Background: an optimization exercise with open tools, aiming at a short achievable clock period and few clock cycles. Do not read the settings as production practice. The RTL was checked by simulation tests, not by an equivalence proof against the original design. Power and IR drop assume default switching activity.

==> flow/design.v <==
module line_i_cache #(
    parameter int data_width  = 32,
    parameter int addr_width  = 32,
    parameter int entries     = 16,
    parameter int line_words  = 4,
    parameter int count_width = 32
) (
    input  logic                   clock,
    input  logic                   reset_n,
    input  logic                   flush,
    input  logic                   ir_addr_valid,
    output logic                   ir_addr_ready,
    input  logic [addr_width-1:0]  ir_addr,
    output logic                   ir_data_valid,
    input  logic                   ir_data_ready,
    output logic [data_width-1:0]  ir_data,
    output logic                   bus_ir_addr_valid,
    input  logic                   bus_ir_addr_ready,
    output logic [addr_width-1:0]  bus_ir_addr,
    input  logic                   bus_ir_data_valid,
    output logic                   bus_ir_data_ready,
    input  logic [data_width-1:0]  bus_ir_data,
    output logic [count_width-1:0] hit_count,
    output logic [count_width-1:0] miss_count
);
    localparam int OFF_W  = $clog2(line_words);
    localparam int IDX_W  = $clog2(entries);
    localparam int SLOT_W = IDX_W + OFF_W;
    localparam int TAG_W  = addr_width - SLOT_W;
    localparam int QD     = 8;                
    localparam int QW     = $clog2(QD);
    localparam int RD     = 16;               
    localparam int RW     = $clog2(RD);
    localparam int SEQ_W  = RW + OFF_W;
    logic                  rdy_q;
    logic                  a_v, a_fl;
    logic [addr_width-1:0] a_addr;
    logic                  acc;
    logic [QW:0]           occ;       
    assign ir_addr_ready = rdy_q;
    assign acc = ir_addr_valid && rdy_q;
    always_ff @(posedge clock or negedge reset_n) begin
        if (!reset_n) begin
            a_v  <= 1'b0;
            a_fl <= 1'b0;
        end else begin
            a_v  <= acc;
            a_fl <= flush;
        end
    end
    always_ff @(posedge clock) a_addr <= ir_addr;
    logic [entries-1:0] vb;
    logic [TAG_W-1:0]   tag_mem [entries];
    logic                  b_v, b_vrd;
    logic [addr_width-1:0] b_addr;
    logic [TAG_W-1:0]      b_tagrd;
    logic [IDX_W-1:0]      a_idx, b_idx;
    logic [OFF_W-1:0]      b_off;
    logic [TAG_W-1:0]      b_tag;
    logic                  fwd;
    assign a_idx = a_addr[SLOT_W-1:OFF_W];
    assign b_idx = b_addr[SLOT_W-1:OFF_W];
    assign b_off = b_addr[OFF_W-1:0];
    assign b_tag = b_addr[addr_width-1:SLOT_W];
    assign fwd   = b_v && (b_idx == a_idx);
    always_ff @(posedge clock or negedge reset_n) begin
        if (!reset_n) b_v <= 1'b0;
        else          b_v <= a_v;
    end
    always_ff @(posedge clock) begin
        b_addr  <= a_addr;
        b_tagrd <= fwd ? b_tag : tag_mem[a_idx];
        b_vrd   <= !a_fl && (fwd || vb[a_idx]);
    end
    logic hit, miss;
    assign hit  = b_v && b_vrd && (b_tagrd == b_tag);
    assign miss = b_v && !hit;
    always_ff @(posedge clock or negedge reset_n) begin
        if (!reset_n)       vb <= '0;
        else if (a_fl)      vb <= '0;
        else if (b_v)       vb[b_idx] <= 1'b1;
    end
    always_ff @(posedge clock) begin
        if (b_v) tag_mem[b_idx] <= b_tag;
    end
    logic [RW-1:0]         alloc_rid, iss_rid, ret_rid;
    logic [OFF_W-1:0]      iss_pos, ret_pos;
    logic [addr_width-1:0] rf [RD];            
    logic [RW-1:0]         line_rid   [entries];
    logic [OFF_W-1:0]      line_start [entries];
    logic [line_words-1:0] pres [entries];     
    logic [data_width-1:0] data_mem [entries*line_words];
    logic                  bd_v;
    logic [data_width-1:0] bd_d;
    logic [SEQ_W-1:0]      bd_seq;
    logic [SLOT_W-1:0]     bd_slot;
    logic [IDX_W-1:0]      bd_idx;
    logic [OFF_W-1:0]      bd_w;
    logic                  bd_latest;
    assign bd_idx    = bd_slot[SLOT_W-1:OFF_W];
    assign bd_w      = bd_slot[OFF_W-1:0];
    assign bd_latest = (line_rid[bd_idx] == bd_seq[SEQ_W-1:OFF_W]);
    always_ff @(posedge clock or negedge reset_n) begin
        if (!reset_n) alloc_rid <= '0;
        else if (miss) alloc_rid <= alloc_rid + 1'b1;
    end
    always_ff @(posedge clock) begin
        if (b_v) rf[alloc_rid] <= b_addr;
        if (miss) begin
            line_rid[b_idx]   <= alloc_rid;
            line_start[b_idx] <= b_off;
        end
        if (bd_v) data_mem[bd_slot] <= bd_d;
        for (int i = 0; i < entries; i++) begin
            if (miss && b_idx == i)
                pres[i] <= '0;
            else if (bd_v && bd_latest && bd_idx == i)
                pres[i][bd_w] <= 1'b1;
        end
    end
    logic [QW:0]           q_head, q_tail;
    logic [QD-1:0]         q_dv;
    logic [data_width-1:0] q_data [QD];
    logic [SEQ_W-1:0]      q_need [QD];
    logic [SEQ_W-1:0]      hit_seq;
    logic                  pres_rd;
    logic [data_width-1:0] arr_rd;
    logic [OFF_W-1:0]      hit_pos;
    assign hit_pos = b_off - line_start[b_idx];
    assign hit_seq = {line_rid[b_idx], hit_pos};
    assign pres_rd = pres[b_idx][b_off];
    assign arr_rd  = data_mem[b_addr[SLOT_W-1:0]];
    always_ff @(posedge clock or negedge reset_n) begin
        if (!reset_n) q_tail <= '0;
        else if (b_v) q_tail <= q_tail + 1'b1;
    end
    always_ff @(posedge clock) begin
        for (int i = 0; i < QD; i++) begin
            if (b_v && q_tail[QW-1:0] == i) begin
                q_need[i] <= hit ? hit_seq : {alloc_rid, {OFF_W{1'b0}}};
                q_dv[i]   <= hit && (pres_rd || (bd_v && bd_seq == hit_seq));
                q_data[i] <= pres_rd ? arr_rd : bd_d;
            end else if (!q_dv[i] && bd_v && bd_seq == q_need[i]) begin
                q_dv[i]   <= 1'b1;
                q_data[i] <= bd_d;
            end
        end
    end
    logic                  out_v;
    logic [data_width-1:0] out_d;
    logic [QW-1:0]         hp;
    logic                  head_ok, pop;
    assign hp      = q_head[QW-1:0];
    assign head_ok = (q_head != q_tail) && (q_dv[hp] || (bd_v && bd_seq == q_need[hp]));
    assign pop     = head_ok && (!out_v || ir_data_ready);
    assign ir_data_valid = out_v;
    assign ir_data       = out_d;
    always_ff @(posedge clock or negedge reset_n) begin
        if (!reset_n) begin
            out_v  <= 1'b0;
            q_head <= '0;
        end else if (pop) begin
            out_v  <= 1'b1;
            q_head <= q_head + 1'b1;
        end else if (ir_data_ready) begin
            out_v  <= 1'b0;
        end
    end
    always_ff @(posedge clock) begin
        if (pop) out_d <= q_dv[hp] ? q_data[hp] : bd_d;
    end
    logic [QW:0] occ_nxt;
    assign occ_nxt = occ + {{QW{1'b0}}, acc} - {{QW{1'b0}}, pop};
    always_ff @(posedge clock or negedge reset_n) begin
        if (!reset_n) begin
            occ   <= '0;
            rdy_q <= 1'b1;
        end else begin
            occ   <= occ_nxt;
            rdy_q <= (occ_nxt < QD);
        end
    end
    logic                  bav;
    logic [addr_width-1:0] bad;
    logic                  have;
    logic [addr_width-1:0] iss_a;
    assign have  = (iss_rid != alloc_rid);
    assign iss_a = rf[iss_rid];
    assign bus_ir_addr_valid = bav;
    assign bus_ir_addr       = bad;
    always_ff @(posedge clock or negedge reset_n) begin
        if (!reset_n) begin
            bav     <= 1'b0;
            iss_rid <= '0;
            iss_pos <= '0;
        end else if (!bav || bus_ir_addr_ready) begin
            bav <= have;
            if (have) begin
                iss_pos <= iss_pos + 1'b1;
                if (iss_pos == OFF_W'(line_words - 1)) iss_rid <= iss_rid + 1'b1;
            end
        end
    end
    always_ff @(posedge clock) begin
        if ((!bav || bus_ir_addr_ready) && have)
            bad <= {iss_a[addr_width-1:OFF_W], iss_a[OFF_W-1:0] + iss_pos};
    end
    logic [addr_width-1:0] ret_a;
    assign ret_a = rf[ret_rid];
    assign bus_ir_data_ready = 1'b1;
    always_ff @(posedge clock or negedge reset_n) begin
        if (!reset_n) begin
            bd_v    <= 1'b0;
            ret_rid <= '0;
            ret_pos <= '0;
        end else begin
            bd_v <= bus_ir_data_valid;
            if (bus_ir_data_valid) begin
                ret_pos <= ret_pos + 1'b1;
                if (ret_pos == OFF_W'(line_words - 1)) ret_rid <= ret_rid + 1'b1;
            end
        end
    end
    always_ff @(posedge clock) begin
        bd_d    <= bus_ir_data;
        bd_seq  <= {ret_rid, ret_pos};
        bd_slot <= {ret_a[SLOT_W-1:OFF_W], ret_a[OFF_W-1:0] + ret_pos};
    end
    logic c_hit, c_miss;
    always_ff @(posedge clock or negedge reset_n) begin
        if (!reset_n) begin
            c_hit      <= 1'b0;
            c_miss     <= 1'b0;
            hit_count  <= '0;
            miss_count <= '0;
        end else begin
            c_hit  <= hit;
            c_miss <= miss;
            if (c_hit && hit_count != '1)   hit_count  <= hit_count + 1'b1;
            if (c_miss && miss_count != '1) miss_count <= miss_count + 1'b1;
        end
    end
endmodule
==> flow/run.sh <==
#!/bin/bash
# synth_recipe.tcl (not shown) runs the flow's synth.tcl, then flattens the netlist and writes it again
# the make line also repeats each setting of config.mk as NAME=value (left out here)
make -C /OpenROAD-flow-scripts/flow DESIGN_CONFIG=/design/flow/config.mk WORK_HOME=/design/flow/orfs CLKGATE_MAP_FILE= SYNTH_SCRIPT=/design/flow/synth_recipe.tcl finish
==> flow/config.mk <==
export PLATFORM = sky130hd
export DESIGN_NAME = line_i_cache
export DESIGN_NICKNAME = line_i_cache
export VERILOG_FILES = /design/flow/design.v
export SDC_FILE = /design/flow/constraint.sdc
export NUM_CORES = 4
export LEC_CHECK = 0
export CAP_MARGIN = 20
export CORE_MARGIN = 2
export CORE_UTILIZATION = 45
export PLACE_DENSITY = 0.6
export SLEW_MARGIN = 20
==> flow/constraint.sdc <==
create_clock -name core_clock -period 6.0 [get_ports {clock}]
set_input_delay 1.2000 -clock core_clock [delete_from_list [all_inputs] [get_ports {clock}]]
set_output_delay 1.2000 -clock core_clock [all_outputs]
set_load 0.01 [all_outputs]
==> summary.txt, run 1 <==
final setup margin: 1050 ps
worst skew pair latency: 950 ps
TritonCTS clock tree: yes
Seq/Total Area, Yosys: 75.0%
largest net degree at the start of global routing: 106
Worst-Margin Slew: 1180 ps
Pre-antenna DRT Iters: 9
PortBufs: 201
Mapped Cells: 6832
Pwr Density: 393 nW/um^2
gpl congestion: 0.873
worst r2r dst: q_need[1][1]$_DFFE_PP_
CP required: 6670 ps
Layout Utilization: 52.0%
Routed Antenna Nets: 0
setup repair bufs after CTS: 0
crit path from: b_addr[2]$_DFF_P_
Sum Neg Setup Slack: 0 ps
total track usage: 23.1%
CTS Buffer Depth: 4
die area: 330000 sq um
share of synthesized flip-flops with an asynchronous set or reset: 3.13%
clk slew on worst S/H paths: 60 ps
number of fillers in the final layout: 25200
WL final: 383 mm
Worst Hold Class: in -> async
Post-Syn Area: 147000 sq um
via-per-instance ratio: 6.02
worst setup path endpoint: q_need[1][1]$_DFFE_PP_
Starting Density: 45.2%
Area Growth Syn to Fin: 15.0%
Peak supply drop: 0.406 mV
CTS Root Cell: clkbuf_16
core area: 324000 sq um
final setup vio count: 0
relative slew slack: 20.3%
DR iter-0 viols: 8792
top_reg_cell synth: edfxtp_1
clock skew: 97.4 ps
Max Slew Vio Count: 0
Leak Pwr: 53.8 nW
mean post-synth cell area: 21.5 sq um
Hold Fails Final Rpt: 0
initial antenna violation count: 25
IO Pins: 203
routed len/inst: 32.0 microns
start of the worst register-to-register path: b_addr[2]$_DFF_P_
status: timing/DRC/antenna clean
drc violations: 0
count of cell types in the netlist: 84
max-cap viol count: 0
Nets: 7442
std cell rows: 209
Max Freq: 202 MHz
worst reg-to-reg setup slack: 1050 ps
Worst setup EP type: register
Clock Sinks: 3738
layout cells sized above 1: 30.7%
synthesized net count: 6938
CTS Buf Count: 389
most frequent cells in the layout: edfxtp_1 (3448), mux4_2 (986), clkbuf_16 (400)
Die Wd: 575 microns
most common cell after layout, fill and taps aside: edfxtp_1
Ys Warns: 4
CTS Hold Bufs: 0
crit path DAT: 5620 ps
Final min period: 4950 ps
number of enable flip-flop cells after synthesis: 3448
remaining global-route overflow: 0
worst-path fanout max: 50
htree depth: 5
Vert. Die Dim: 575 microns
first-pass GRT wire length: 550 mm
unrepaired setup endpoints after global routing: false
Post-Place Worst Slack: 1030 ps
via count: 72200
cts repair resizes: 0
CP Launch Type: register
HPWL Detailed: 219 mm
Reg2Reg Depth: 10
vias in the first global route: 74400
CP Class: reg -> reg
#FFs+latches synth: 3738
fin crit share: 82.6%
[worst max-delay path: stages, from the launching register on]
cell	delay [ps]
dfxtp_4	910
buf_4	490
mux4_2	550
mux2i_1	190
xor2_1	170
nand3_1	110
o21ai_0	470
o21ai_1	270
nor2_1	160
nand4_1	610
nor2_1	680
[flip-flops by register name, summed over array words and instances, names as in the netlist, 8 cells and up]
register / cells
a_addr: 32
b_addr: 32
bad: 32
bd_d: 32
data_mem: 2048
hit_count: 32
line_rid: 64
line_start: 32
miss_count: 32
out_d: 32
pres: 64
q_data: 256
q_dv: 8
q_need: 48
rf: 512
tag_mem: 416
vb: 16
[kinds of logic (layout without fill, tap and decap cells)]
logic type      Yosys count  count (layout)  share of synthesized area, %
other cells               1               8                       0.00256
fa+ha+maj                35              35                         0.304
mux                    1401            1401                          18.3
compound gates          390             390                          1.81
simple gates            666             666                          2.19
xor+xnor                185             185                          1.11
flops                  3738            3738                          75.0
buf+inv                 416            1247                          1.30
[how the worst min path moves through the flow]
| stage | from | end | slack [ps] | cells after the start |
|---|---|---|---|---|
| floorplan | a_addr[0]$_DFF_P_ | b_addr[0]$_DFF_P_ | 310 | 0 |
| global placement | a_addr[18]$_DFF_P_ | b_addr[18]$_DFF_P_ | 310 | 0 |
| detailed placement | a_addr[17]$_DFF_P_ | b_addr[17]$_DFF_P_ | 310 | 0 |
| CTS | reset_n | miss_count[16]$_DFFE_PN0P_ | 230 | 1 |
| global route | reset_n | miss_count[26]$_DFFE_PN0P_ | 290 | 1 |
| finish | reset_n | miss_count[16]$_DFFE_PN0P_ | 270 | 1 |
[cells in the mapped netlist (all sizes together), types with 48 or more instances]
library cell / count / area [sq um]
inv: 52 / 195
edfxtp: 3448 / 104000
mux4: 988 / 22300
mux2: 318 / 3580
clkbuf: 216 / 811
nor3: 50 / 280
mux2i: 95 / 951
xor2: 86 / 753
dfrtp: 116 / 2900
nand3: 48 / 245
buf: 147 / 900
o21ai: 97 / 489
nor2: 225 / 887
a21oi: 85 / 425
dfxtp: 173 / 3460
nand4: 58 / 363
xnor2: 99 / 867
nand2: 175 / 677
a22oi: 68 / 510
[where the power goes]
group	total [W]	internal [W]	switching, W
sequential	0.0315	0.0304	0.00108
clock	0.0246	0.0145	0.0101
combinational	0.0101	0.00412	0.00595
total	0.0662	0.0490	0.0171
[metal layers]
metal	global-route usage [%]	part of all wire, %	vias to the layer above
met5	0	0.020	-
met4	5.82	2.5	12
met3	2.99	6.9	590
met2	37.8	49	2965
met1	33.1	42	39100
li1	-	-	29600
[stage by stage]
step	instance area (sq um)	hold WS, ps	power (W)	instances
floorplan	147000	310	0.0379	6832
global placement	155000	311	0.0420	11300
detailed placement	155000	312	0.0422	11300
CTS	169000	229	0.0667	12000
global route	169000	292	0.0684	12000
finish	169000	270	0.0662	12000
[layout make-up]
class	count	area, sq um	share of cell area, %
clock inverters	218	2500	1.49
well taps	4325	5410	3.21
diodes	7	17.5	0.0104
clock buffers	500	10500	6.26
multi-input cells	2678	35400	21.0
inverters	53	209	0.124
flip-flops and latches	3738	110000	65.2
repair buffers	476	4480	2.66
Testbench counts, summed over its fixed seeds: cycles 16,214.
==> inputs of run 2 (changes only) <==
--- a/flow/config.mk
+++ b/flow/config.mk
@@ -5,8 +5,10 @@
 export SDC_FILE = /design/flow/constraint.sdc
 export NUM_CORES = 4
 export LEC_CHECK = 0
+export ABC_CLOCK_PERIOD_IN_PS = 1500
 export CAP_MARGIN = 20
 export CORE_MARGIN = 2
 export CORE_UTILIZATION = 45
 export PLACE_DENSITY = 0.6
+export SETUP_SLACK_MARGIN = 4.5
 export SLEW_MARGIN = 20
==> summary.txt, run 2 <==
CP required: 6830 ps (+160 ps)
relative slew slack: 28.3% (+8.0 points)
CTS Root Cell: clkbuf_16
registers with the most flip-flops: data_mem (2048), rf (512), tag_mem (416)
Clock Sinks: 3738 (unchanged)
drc violations: 0 (unchanged)
Largest register FFs: 2048 (unchanged)
Hold Fails Final Rpt: 0 (unchanged)
via count: 86200 (+19%)
most common cell after layout, fill and taps aside: edfxtp_1
start of the worst register-to-register path: q_head[1]$_DFFE_PN0P_
Pre-antenna DRT Iters: 10 (+1)
Final min period: 3870 ps (-1080 ps)
clk slew on worst S/H paths: 60 ps (about the same)
htree depth: 5 (unchanged)
fin crit share: 64.6% (-18 points)
count of cell types in the netlist: 84 (unchanged)
DR iter-0 viols: 13100 (+49%)
CP peak stage delay: 570 ps (-340 ps)
Peak supply drop: 0.317 mV (-22%)
max-cap viol count: 0 (unchanged)
total track usage: 30.0% (+6.9 points)
worst reg-to-reg setup slack: 2130 ps (+1080 ps)
number of enable flip-flop cells after synthesis: 3448 (unchanged)
TritonCTS clock tree: yes
top cell type's share of synthesized area: 70.6% (unchanged)
first-pass GRT wire length: 685 mm (+25%)
gpl congestion: 0.843 (-3.4%)
routed len/inst: 38.4 microns (+20%)
#FFs+latches synth: 3738 (unchanged)
most frequent cells in the layout: edfxtp_1 (3448), mux4_2 (986), buf_12 (482)
Area Growth Syn to Fin: 35.8%
core area: 324000 sq um (unchanged)
Worst setup EP type: register
CP Class: reg -> reg
via-per-instance ratio: 6.39 (+6.1%)
Max Slew Vio Count: 0 (unchanged)
top cells by area, synth: edfxtp_1 (71%), mux4_2 (15%), mux2_2 (2.4%), dfxtp_1 (2.4%), dfrtp_1 (2.0%)
crit-path cells: inv_4 > ha_4 > buf_12 > or4_4 > or2_4 > nand4_1 > o21ai_1 > xnor2_1 > o41ai_4 > nand3_2 > clkinvlp_4 > ha_4 > inv_2 > ha_4 > inv_2 > fa_2 > inv_2
Vert. Die Dim: 575 microns (unchanged)
vias in the first global route: 83700 (+12%)
Die Wd: 575 microns (unchanged)
Mapped Cells: 6832 (unchanged)
Reg2Reg Depth: 17 (+7)
Cell Area, Placed: 157000 sq um (+1.3%)
final setup vio count: 0 (unchanged)
Synth area leader: edfxtp_1
largest net degree at the start of global routing: 83 (-22%)
Commonest cells post-synth: edfxtp_1 (3448), mux4_2 (986), mux2_2 (316), clkbuf_1 (216), nor2_1 (208)
die area: 330000 sq um (unchanged)
CTS Buf Count: 391 (+0.51%)
clock skew: 90.7 ps (-6.71 ps)
mean post-synth cell area: 21.5 sq um (unchanged)
Post-Syn Area: 147000 sq um (unchanged)
share of synthesized flip-flops with an asynchronous set or reset: 3.13% (unchanged)
Leak Pwr: 68.0 nW (+26%)
WL final: 519 mm (+35%)
Worst Hold Class: in -> async
std cell rows: 209 (unchanged)
final instance area: 199000 sq um (+18%)
Worst-Margin Slew: 1080 ps (-109 ps)
worst skew pair latency: 970 ps (+20 ps)
remaining global-route overflow: 0 (unchanged)
worst r2r dst: occ[1]$_DFF_PN0_
most frequent cell after synthesis: edfxtp_1
Starting Density: 45.2% (unchanged)
HPWL Detailed: 218 mm (-0.53%)
crit path DAT: 4710 ps (-910 ps)
Sum Neg Setup Slack: 0 ps (unchanged)
CP Launch Type: register
Routed Antenna Nets: 0 (unchanged)
PortBufs: 201 (unchanged)
Ys Warns: 4 (unchanged)
Seq/Total Area, Yosys: 75.0% (unchanged)
Max Freq: 258 MHz (+28%)
layout cells sized above 1: 47.8% (+17 points)
Largest Register: data_mem
synthesized net count: 6938 (unchanged)
unrepaired setup endpoints after global routing: true
status: timing/DRC/antenna clean
Nets: 8939 (+20%)
Layout Utilization: 61.4% (+9.4 points)
Worst path slowest cell: or4_4
CTS Buffer Depth: 4 (unchanged)
worst-path fanout max: 5 (-90%)
IO Pins: 203 (unchanged)
initial antenna violation count: 39 (+56%)
top_reg_cell synth: edfxtp_1
Pwr Density: 370 nW/um^2 (-5.7%)
## run 2: cell counts after synthesis
No cell type changed its count.
## run 2: logic make-up (layout without fill, tap and decap cells)
family	Yosys count	in the layout	synth area share [%]
other	1	14	0.00256
XOR/XNOR	185	185	1.11
AND/OR/NAND/NOR	666	713	2.19
flip-flops	3738	3738	75.0
buffers and inverters	416	2688	1.30
AO/OA/AOI/OAI	390	399	1.81
adder cells (fa/ha/maj)	35	35	0.304
multiplexers	1401	1401	18.3
## run 2: worst max-delay path by stage
stage / from / endpoint / cells past startpoint
after floorplan: q_head[0]$_DFFE_PN0P_ / occ[1]$_DFF_PN0_ / 19
after global placement: b_addr[3]$_DFF_P_ / q_data[1][13]$_DFFE_PP_ / 8
after detailed placement: b_addr[3]$_DFF_P_ / q_data[6][9]$_DFFE_PP_ / 8
after CTS: q_head[0]$_DFFE_PN0P_ / occ[1]$_DFF_PN0_ / 17
after global routing: q_head[1]$_DFFE_PN0P_ / rdy_q$_DFF_PN1_ / 18
final: q_head[1]$_DFFE_PN0P_ / occ[1]$_DFF_PN0_ / 17
## run 2: critical path: cells and delay by family (launching register included)
family	cells	cell delay [ps]
adders and majority gates	4	1030
AOI/OAI and AO/OA	2	520
and+or+nand+nor	4	1130
xor gates and xnor gates	1	190
buffers and inverters	6	460
DFF	1	440
## run 2: per-layer routing
layer / up-vias / wire, microns / global-route usage [%] / part of all wire (%)
li1: 32900 / - / - / -
met1: 45400 / 184000 / 39.9 / 35
met2: 6298 / 243000 / 47.8 / 47
met3: 1578 / 57700 / 6.03 / 11
met4: 26 / 33400 / 14.0 / 6.4
met5: - / 175 / 0 / 0.034
## run 2: report_power, final
group / switching [W] / internal (W)
sequential: 0.000899 / 0.0304
combinational: 0.00947 / 0.00857
clock: 0.0104 / 0.0139
## run 2: metrics by stage
stage	total power (W)	setup WS (ps)	hold slack (ps)	cells
6_report	0.0737	2130	289	13500
5_1_grt	0.0754	2030	326	13500
4_1_cts	0.0721	2200	316	13200
3_5_place_dp	0.0428	1030	313	11200
3_3_place_gp	0.0426	1180	311	11200
2_1_floorplan	0.0391	1720	310	6832
## run 2: area by class of cell
| cell class | instances | area, sq um |
|---|---|---|
| sequential | 3738 | 110000 |
| antenna | 13 | 32.5 |
| inverter | 53 | 300 |
| clock inverter | 209 | 1960 |
| timing repair buffer | 1913 | 30300 |
| fill | 21600 | 125000 |
| clock buffer | 511 | 10700 |
| tap | 4325 | 5410 |
| timing repair inverter | 2 | 25.0 |
| multi-input combinational | 2734 | 40200 |
## run 2: what timing repair did
item | in CTS | in global routing
setup endpoints to repair | 4479 | 4306
cloned | 335 | 47
pin swaps | 227 | 160
hold endpoints to repair | 0 | 0
gates resized for setup | 1999 | 397
buffers inserted | 955 | 197
hold buffers | 0 | 0

port drivers added, routing unchanged:
The results above use ideal ports. As a check the final layouts listed here were re-extracted and re-timed, cells and wires unchanged.
Step 1 assumes that a clkbuf_16 drives the clock port and a buf_2 every other input.
Step 2 adds t to the input delays and takes it off the output delays; t is the mean of the earliest and latest rising clock arrival at the registers after step 1. Input paths then give back, and output paths get back, about the clock's delay inside the block.
a / b / c = no drivers / after step 1 / after step 2; a / b = the first two.
| run | shift t [ns] | slack for setup (ns) | latest minus earliest clock arrival (ns) | worst register clock-pin slew, ns |
|---|---|---|---|---|
| run 1 | 0.999 | 1.046 / 1.046 / 1.046 | 0.104 / 0.103 | 0.07 / 0.07 |
| run 2 | 1.025 | 2.125 / 2.125 / 2.125 | 0.107 / 0.106 | 0.07 / 0.07 |
After both steps setup and hold are still met in every run listed.
